Source: an optimization exercise on an open RTL-to-GDS flow (aim: small area, a short achievable clock period and few clock cycles per item). Production flows keep margins and buffers that such runs may drop. The RTL was checked by simulation tests, not by an equivalence proof against the original design. No activity file was given, so power comes from the tool's default toggle rates.

build 56:
## join_top
module join_top (
  input  logic        ap_clk,
  input  logic        rst_n,
  input  logic        host_cyc,
  input  logic        host_stb,
  input  logic        host_we,
  input  logic [31:0] host_adr,
  input  logic [31:0] host_dat_w,
  output logic        host_ack,
  output logic [31:0] host_dat_r,
  output logic        mem_cyc,
  output logic        mem_stb,
  output logic        mem_we,
  output logic [31:0] mem_adr,
  output logic [31:0] mem_dat_w,
  input  logic        mem_ack,
  input  logic [31:0] mem_dat_r
);
For scale: ~1600 cells after synthesis, ~460 flip-flops, roughly 200 I/O pins, about 20000 um2 of cells after synthesis.
Settings: LEC_CHECK=0, CAP_MARGIN=20, CORE_MARGIN=2, CORE_UTILIZATION=55, CTS_CLUSTER_DIAMETER=60, CTS_CLUSTER_SIZE=40, SETUP_SLACK_MARGIN=2.8, SLEW_MARGIN=20, TNS_END_PERCENT=5; clock period 5.0 ns.
standard.sh (not shown) runs the stock make flow with config.mk's settings and CLKGATE_MAP_FILE= SYNTH_SCRIPT=/design/flow/synth_recipe.tcl, a recipe that flattens the netlist after the stock synthesis.
==> flow/flow/run.sh <==
#!/bin/bash
# The standard layout, with the port buffers made from sky130_fd_sc_hd__buf_2
# cells instead of the cell buffer_ports picks by default. The make output goes
# to flow_make.log here; ORFS's per-step logs stay under orfs/logs.
set -euo pipefail
export BUFFER_PORTS_ARGS="-buffer_cell sky130_fd_sc_hd__buf_2"
bash standard.sh finish > flow_make.log 2>&1
Build 56 ran to completion and came out clean on the timing, DRC and antenna checks.
Testbench counts of build 56, summed over its fixed seeds: cycles 7,272, items 1,432.
diff inputs: build 56 => build 75
- CTS_CLUSTER_DIAMETER no longer set, was 60
- TNS_END_PERCENT now 10, was 5
- CTS_CLUSTER_SIZE no longer set, was 40
## What came out
Build 75: full flow OK, the timing, DRC and antenna checks passed. Re number of cells in the finished layout apart from fillers: build 75 is 16 up on build 56. Across both runs, global-route track usage on met2 was higher for build 75 than for build 56. From build 56 to build 75 the numbers moved as follows: largest stage delay on the critical path went down 0.02 ns, worst-case register-to-register setup slack went up 0.04 ns, fmax went up 1.6%. Looking only at routing usage on met1, and setting everything else aside, the higher value of build 75 and build 56 goes to build 75. Relative to build 56, required arrival time at the worst endpoint has increased by 0.02 ns in build 75.

job 2678:
Another version of the RTL of join_top (not shown whole).
For scale: ~1,700 cells after synthesis, ~490 flip-flops.
export LEC_CHECK = 0
export CAP_MARGIN = 20
export CORE_MARGIN = 2
export CORE_UTILIZATION = 40
export CTS_CLUSTER_DIAMETER = 60
export CTS_CLUSTER_SIZE = 40
export SETUP_SLACK_MARGIN = 2.8
export SLEW_MARGIN = 20
export TNS_END_PERCENT = 10
create_clock -name core_clock -period 5.0 [get_ports {ap_clk}]
Scripts as last shown in full above: flow/flow/run.sh
The flow did not stop early for job 2678: all stages ran, and the layout cleared the timing, DRC and antenna checks.
Testbench counts of job 2678, summed over its fixed seeds: cycles 6,408, items 1,432.
For job 6782, these inputs were changed with respect to job 2678:
diff --git a/flow/config.mk b/flow/config.mk
--- a/flow/config.mk
+++ b/flow/config.mk
@@ -10 +10 @@
-export CORE_UTILIZATION = 40
+export CORE_UTILIZATION = 45
--- outcome ---
Job 6782: share of the cycle needed by the critical path after routing 0.42 points below job 2678. The utilization in job 6782 sits 7.2 points above the value recorded for job 2678. Final critical-path required period, job 6782 and job 2678, higher one = job 2678. Compared to job 2678, job 6782 has final instance count without filler cells 39 lower. On job 6782: fraction of met1 tracks used by global routing is 2.9 points higher than what job 2678 gave. Lower setup slack among job 6782 and job 2678: job 2678. From job 2678 to job 6782 the numbers moved as follows: via count increased by 320 relative to the old numbers, maximum frequency increased by about 0.8% relative to the old numbers.

== maple ==
join_top again, from the RTL that the note above started with.
clock: 5.0 ns
lec_check: 0
cap_margin: 20
core_margin: 2
core_utilization: 40
cts_cluster_diameter: 60
cts_cluster_size: 40
setup_slack_margin: 2.6
slew_margin: 20
tns_end_percent: 10
Scripts as last shown in full above: flow/flow/run.sh
Testbench counts of maple, summed over its fixed seeds: cycles 6,408, items 1,432.
Inputs modified between maple and raven:
Settings: a change of SETUP_SLACK_MARGIN from 2.6 to 2.8; a change of TNS_END_PERCENT from 10 to 20.
Diff raven and maple: met3 track utilization from global routing higher in raven. Of raven and maple, raven shows the lower number of global-route vias before repair, with maple above it. Per the comparison of raven with maple, proportion of cell area occupied by multi-input gates lost 0.22 points; critical path depth lost 4; leakage component of the power +about 1%. Re compound-gate portion of the synthesized area: no difference whatsoever between raven and maple. Taking maple as the reference, in raven count of final max-slew check failures shows no meaningful change; power shows an increase of 0.22 mW; number of placed instances with taps included shows no meaningful change.

## port drivers added, routing unchanged
In the flow no input, the clock included, has a driving cell. The finished layouts below were timed again as built, in two steps. Step 1 sets driving cells, clkbuf_16 on the clock port and buf_2 on the other inputs (assumed; they add their load-dependent delay and slew). Step 2 moves the port delays by t, midway between the first and last clock arrival at a register: inputs arrive t later, outputs are due t later. That takes back most of the time a late clock gives input paths. Three values: ideal ports, drivers, drivers and shift; two values: the first two.
| run | shift t [ns] | slack for setup (ns) | worst data-port slew with drivers (ns) |
|---|---|---|---|
| build 56 | 0.598 | 2.512 / 2.512 / 2.057 | 0.08 |
| build 75 | 0.622 | 2.552 / 2.552 / 2.010 | 0.05 |
| job 2678 | 0.615 | 2.399 / 2.369 / 1.942 | 0.07 |
| job 6782 | 0.629 | 2.420 / 2.389 / 1.857 | 0.08 |
| maple | 0.632 | 2.393 / 2.381 / 1.836 | 0.10 |
| raven | 0.633 | 2.381 / 2.348 / 1.846 | 0.06 |
After both steps setup and hold are still met in every run listed. For job 6782, which loses most, drivers alone change the setup slack by -0.031 ns; drivers and shift together by -0.563 ns.
